Source: an optimization exercise on an open RTL-to-GDS flow (aim: small area). Production flows keep margins and buffers that such runs may drop. The RTL was checked by simulation tests, not by an equivalence proof against the original design. Power is estimated from default activity; no workload was simulated.

Design mmu_tx_regs_top, start of the top module:
module mmu_tx_regs_top (
        input  wire         clk_sys,
        input  wire         rst,
        input  wire         cpu_rd,
        input  wire         cpu_wr,
        input  wire [23:0]  cpu_addr,
        input  wire [31:0]  cpu_wdata,
        input  wire [31:0]  sts_pkt_sta,
        input  wire [10:0]  sts_hacc_sn,
        input  wire [10:0]  sts_ddr_rsp_sn,
        input  wire [2:0]   sts_seq_info,
        input  wire [10:0]  sts_online_beat,
        input  wire [5:0]   sts_bd_sta,
        input  wire [31:0]  err_flags,
        input  wire [13:0]  events,
        input  wire         cnt_clr,
        output wire [10:0]  online_beat,
        output wire [31:0]  rd_data,
        output wire         rd_valid
);
Size: ~2,300 cells after synthesis, roughly 580 flip-flops, ~230 I/O pins.
clock: 4.0 ns
lec_check: 0
cap_margin: 20
core_margin: 2
core_utilization: 40
cts_buf_list: sky130_fd_sc_hd__clkbuf_4
gpl_timing_driven: 0
slew_margin: 20
run.sh (not shown) runs the stock make flow with config.mk's settings and CLKGATE_MAP_FILE= SYNTH_SCRIPT=/design/flow/synth_recipe.tcl, a recipe that flattens the netlist after the stock synthesis.
The first run completed and failed the layout checks on negative setup slack.
Next try:
==> flow/flow/run.sh (new file) <==
#!/bin/bash
# Layout with the standard ORFS flow (standard.sh), changing only:
#  - the cell buffer_ports uses for the port buffers (a plain buf_2
#    instead of the default delay cell), every port is still buffered
#  - clock tree synthesis without dummy loads and with small buffers
# Each make step writes its own log under orfs/logs; make's output
# goes to standard.log in this folder.
set -euo pipefail
export BUFFER_PORTS_ARGS="-buffer_cell sky130_fd_sc_hd__buf_2"
export CTS_ARGS="-sink_clustering_enable -repair_clock_nets -dont_use_dummy_load -buf_list sky130_fd_sc_hd__clkbuf_8 -sink_clustering_size 16 -sink_clustering_max_diameter 60"
bash standard.sh finish > standard.log 2>&1
==> flow/standard.sh (new file) <==
#!/bin/bash
# synth_recipe.tcl (not shown) runs the flow's synth.tcl, then flattens the netlist and writes it again
# the make line also repeats each setting of config.mk as NAME=value (left out here)
make -C /OpenROAD-flow-scripts/flow DESIGN_CONFIG=/design/flow/config.mk WORK_HOME=/design/flow/orfs CLKGATE_MAP_FILE= SYNTH_SCRIPT=/design/flow/synth_recipe.tcl "${@:-finish}"
Settings changed: GPL_TIMING_DRIVEN 0 to default.
removed: flow/run.sh
Outcome: This time the run ran to the end with no violations; fmax went up by 6.9%; cell count is lower by 7.0%; global-route usage fell by 3.7 points; non-clock buffer count goes down by 15; design area is lower by about 7%; worst hold slack improves by 70 ps.
Next try:
==> flow/run.sh (new file) <==
#!/bin/bash
# synth_recipe.tcl (not shown) runs the flow's synth.tcl, then flattens the netlist and writes it again
# the make line also repeats each setting of config.mk as NAME=value (left out here)
make -C /OpenROAD-flow-scripts/flow DESIGN_CONFIG=/design/flow/config.mk WORK_HOME=/design/flow/orfs CLKGATE_MAP_FILE= SYNTH_SCRIPT=/design/flow/synth_recipe.tcl finish
Settings changed: CORE_UTILIZATION 40 to 60, GPL_TIMING_DRIVEN from default to 0.
removed: flow/flow/run.sh
removed: flow/standard.sh
=> With this change the flow reached the layout checks and failed them: negative setup slack. Hold slack improves by 18 ps. Fmax shrinks by 7.5%. Global-route usage grows by 16 points. Clock power grows by 70%. Via count grows by about 9%. First-iteration DRC count grows by 40%.
Next try:
==> flow/flow/run.sh (new file) <==
#!/bin/bash
# Layout with the standard ORFS flow (standard.sh), changing only:
#  - the cell buffer_ports uses for the port buffers (a plain buf_2
#    instead of the default delay cell), every port is still buffered
#  - clock tree synthesis without dummy loads and with small buffers
# Each make step writes its own log under orfs/logs; make's output
# goes to standard.log in this folder.
set -euo pipefail
export BUFFER_PORTS_ARGS="-buffer_cell sky130_fd_sc_hd__buf_2"
export CTS_ARGS="-sink_clustering_enable -repair_clock_nets -dont_use_dummy_load -buf_list sky130_fd_sc_hd__clkbuf_4"
bash standard.sh finish > standard.log 2>&1
==> flow/standard.sh (new file) <==
#!/bin/bash
# synth_recipe.tcl (not shown) runs the flow's synth.tcl, then flattens the netlist and writes it again
# the make line also repeats each setting of config.mk as NAME=value (left out here)
make -C /OpenROAD-flow-scripts/flow DESIGN_CONFIG=/design/flow/config.mk WORK_HOME=/design/flow/orfs CLKGATE_MAP_FILE= SYNTH_SCRIPT=/design/flow/synth_recipe.tcl "${@:-finish}"
Settings changed: CORE_UTILIZATION 60 to 40, GPL_TIMING_DRIVEN 0 to default.
removed: flow/run.sh
The new run finished with timing, DRC and antenna clean.
Cell area drops by 1.6%.
Synthesized area stays the same.
Die area increases by 49%.
Cell count increases by 5.7%.
Sequential share of layout area goes up by 0.63 points.
Sequential power hardly moves.
Routed wire length fell by 2.1%.
Non-clock buffer count climbs by 21.
Worst setup slack improved by 280 ps.
Clock skew went up by 48 ps.
Hold slack degrades by 260 ps.
Next try:
==> flow/run.sh (new file) <==
#!/bin/bash
# synth_recipe.tcl (not shown) runs the flow's synth.tcl, then flattens the netlist and writes it again
# the make line also repeats each setting of config.mk as NAME=value (left out here)
make -C /OpenROAD-flow-scripts/flow DESIGN_CONFIG=/design/flow/config.mk WORK_HOME=/design/flow/orfs CLKGATE_MAP_FILE= SYNTH_SCRIPT=/design/flow/synth_recipe.tcl finish
Settings changed: CTS_BUF_LIST sky130_fd_sc_hd__clkbuf_4 to default.
removed: flow/flow/run.sh
removed: flow/standard.sh
After rerunning: The changed run ran to the end with no violations; synthesized cell count does not change; design area goes up by a few percent; total power increases by about a fifth; global-route usage goes down by 0.51 points; via count fell by a few percent; worst setup slack is worse by 100 ps; area after synthesis does not change.
Next try:
Settings changed: CTS_BUF_LIST from default to sky130_fd_sc_hd__clkbuf_4.
After rerunning: Total power went down by 3.7%. Worst setup slack gets better by 14 ps. Cell area went down by 0.35%. Via count went up by about 2.4%. Final cell count went up by 4.6%. Non-clock buffer count is unchanged. Area after synthesis stays the same. Global-route usage went up by 0.59 points. Sequential power is about the same. First-iteration DRC count went up by about 4%. Wire length went up by about 1%.


Setup of job 4392:
mmu_tx_regs_top, a different RTL version from the one above (not shown whole).
Size in the first run: about 590 flip-flops, about 230 I/O pins.
## mmu_tx_regs_top
module mmu_tx_regs_top (
        input  wire         clk_sys,
        input  wire         rst,
        input  wire         cpu_rd,
        input  wire         cpu_wr,
        input  wire [23:0]  cpu_addr,
        input  wire [31:0]  cpu_wdata,
        input  wire [31:0]  sts_pkt_sta,
        input  wire [10:0]  sts_hacc_sn,
        input  wire [10:0]  sts_ddr_rsp_sn,
        input  wire [2:0]   sts_seq_info,
        input  wire [10:0]  sts_online_beat,
        input  wire [5:0]   sts_bd_sta,
        input  wire [31:0]  err_flags,
        input  wire [13:0]  events,
        input  wire         cnt_clr,
        output wire [10:0]  online_beat,
        output wire [31:0]  rd_data,
        output wire         rd_valid
);
==> flow/config.mk <==
export PLATFORM = sky130hd
export DESIGN_NAME = mmu_tx_regs_top
export DESIGN_NICKNAME = mmu_tx_regs_top
export VERILOG_FILES = /design/flow/design.v
export SDC_FILE = /design/flow/constraint.sdc
export NUM_CORES = 4
export LEC_CHECK = 0
export CAP_MARGIN = 10
export CORE_MARGIN = 2
export CORE_UTILIZATION = 55
export GPL_TIMING_DRIVEN = 0
export SLEW_MARGIN = 10
==> flow/constraint.sdc <==
create_clock -name core_clock -period 4.0 [get_ports {clk_sys}]
set_input_delay 0.8000 -clock core_clock [delete_from_list [all_inputs] [get_ports {clk_sys}]]
set_output_delay 0.8000 -clock core_clock [all_outputs]
set_load 0.01 [all_outputs]
standard.sh (not shown) runs the stock make flow with config.mk's settings and CLKGATE_MAP_FILE= SYNTH_SCRIPT=/design/flow/synth_recipe.tcl, a recipe that flattens the netlist after the stock synthesis.
==> flow/flow/run.sh <==
#!/bin/bash
# Layout with the standard ORFS flow (standard.sh), changing only:
#  - the cell buffer_ports uses for the port buffers (a plain buf_1
#    instead of the default delay cell), every port is still buffered
#  - clock tree synthesis without dummy loads and with small buffers
# Each make step writes its own log under orfs/logs; make's output
# goes to standard.log in this folder.
set -euo pipefail
export BUFFER_PORTS_ARGS="-buffer_cell sky130_fd_sc_hd__buf_1"
export CTS_ARGS="-sink_clustering_enable -repair_clock_nets -dont_use_dummy_load -buf_list sky130_fd_sc_hd__clkbuf_8 -sink_clustering_size 16 -sink_clustering_max_diameter 60"
bash standard.sh finish > standard.log 2>&1
Per the final summary, job 4392 finished and its layout is clean on timing, DRC and antenna.
## Diff of input files: job 5112 against job 4392
# job 4392
export LEC_CHECK = 0
export CAP_MARGIN = 10
export CORE_MARGIN = 2
export CORE_UTILIZATION = 55
export GPL_TIMING_DRIVEN = 0
export SLEW_MARGIN = 10
create_clock -name core_clock -period 4.0 [get_ports {clk_sys}]
# job 5112
export LEC_CHECK = 0
export CAP_MARGIN = 20
export CORE_MARGIN = 2
export CORE_UTILIZATION = 55
export GPL_TIMING_DRIVEN = 0
export SLEW_MARGIN = 20
create_clock -name core_clock -period 4.0 [get_ports {clk_sys}]
--- outcome ---
Comparing job 5112 and job 4392, the lower worst slack on hold paths was measured on job 5112.
Delta(average vias per placed instance, job 5112 - job 4392) < 0
Proportion of cell area occupied by registers: job 5112 vs job 4392 — no meaningful difference
Job 5112 against job 4392: worst slew slack as a fraction of its limit +5.1 points, wire length of the first global-routing pass roughly the same, critical path required time now larger.
Job 4392 vs job 5112, timing startpoint of the critical path: regs_i.cnt_bank_i.rd_sel_q[6] vs regs_i.cnt_bank_i.rd_sel_q[3]
### job 5112 -> job 4417
diff --git a/flow/flow/run.sh b/flow/flow/run.sh
--- a/flow/flow/run.sh
+++ b/flow/flow/run.sh
@@ -5,2 +5,4 @@
 #  - clock tree synthesis without dummy loads and with small buffers
+#  - the buffers abc inserts are removed at floorplan, the resizer
+#    buffers what still needs it
 # Each make step writes its own log under orfs/logs; make's output
@@ -9,2 +11,3 @@
 export BUFFER_PORTS_ARGS="-buffer_cell sky130_fd_sc_hd__buf_1"
+export REMOVE_ABC_BUFFERS=1
 export CTS_ARGS="-sink_clustering_enable -repair_clock_nets -dont_use_dummy_load -buf_list sky130_fd_sc_hd__clkbuf_8 -sink_clustering_size 16 -sink_clustering_max_diameter 60"
Findings:
- Diff job 5112 -> job 4417 | count of routing violations after the opening detailed-route iteration | decrease of 10%
- Re clock buffer count in the final layout: job 4417 is about 4% down on job 5112.
- [job 4417] maximum number of pins on one net before global-route repair rose 47 relative to job 5112

[static timing again, ports no longer ideal]
How much do the figures lean on ideal ports? The routed layouts below were timed once more, with nothing changed but the port constraints. Step 1: set_driving_cell puts a clkbuf_16 on clk_sys and a buf_2 on each other input, an assumption about the parent block. Step 2 times the ports against the registers' clock, not the clock port: input delays grow and output delays shrink by t, the midpoint of the rising clock arrivals with the driver on. a / b / c = ideal ports / drivers / drivers and shift; a / b = the first two.
run	shift t [ns]	setup slack, ns	worst hold slack (ns)	worst setup path at the end
the first run of note 1	1.065	-0.018 / -0.018 / -1.067	0.237 / 0.217 / 0.328	input to register
the second run of note 1	0.694	0.240 / 0.240 / -0.324	0.307 / 0.275 / 0.326	input to register
the third run of note 1	0.929	-0.066 / -0.037 / -0.966	0.326 / 0.326 / 0.326	input to register
the fourth run of note 1	1.042	0.216 / 0.216 / -0.375	0.070 / 0.035 / 0.326	input to register
the fifth run of note 1	0.686	0.115 / 0.137 / -0.549	0.327 / 0.327 / 0.327	input to register
the sixth run of note 1	1.051	0.129 / 0.129 / -0.685	0.126 / 0.093 / 0.329	input to register
job 4392	0.727	0.093 / 0.093 / 0.093	0.276 / 0.248 / 0.341	register to register
job 5112	0.732	0.080 / 0.080 / 0.080	0.234 / 0.203 / 0.345	register to register
job 4417	0.711	0.329 / 0.329 / 0.087	0.248 / 0.216 / 0.343	input to register
Met with ideal ports but missed after step 2: setup timing in the second run of note 1, the fourth run of note 1, the fifth run of note 1 and the sixth run of note 1. For the first run of note 1, which loses most, drivers alone change the setup slack by 0.000 ns; drivers and shift together by -1.049 ns.
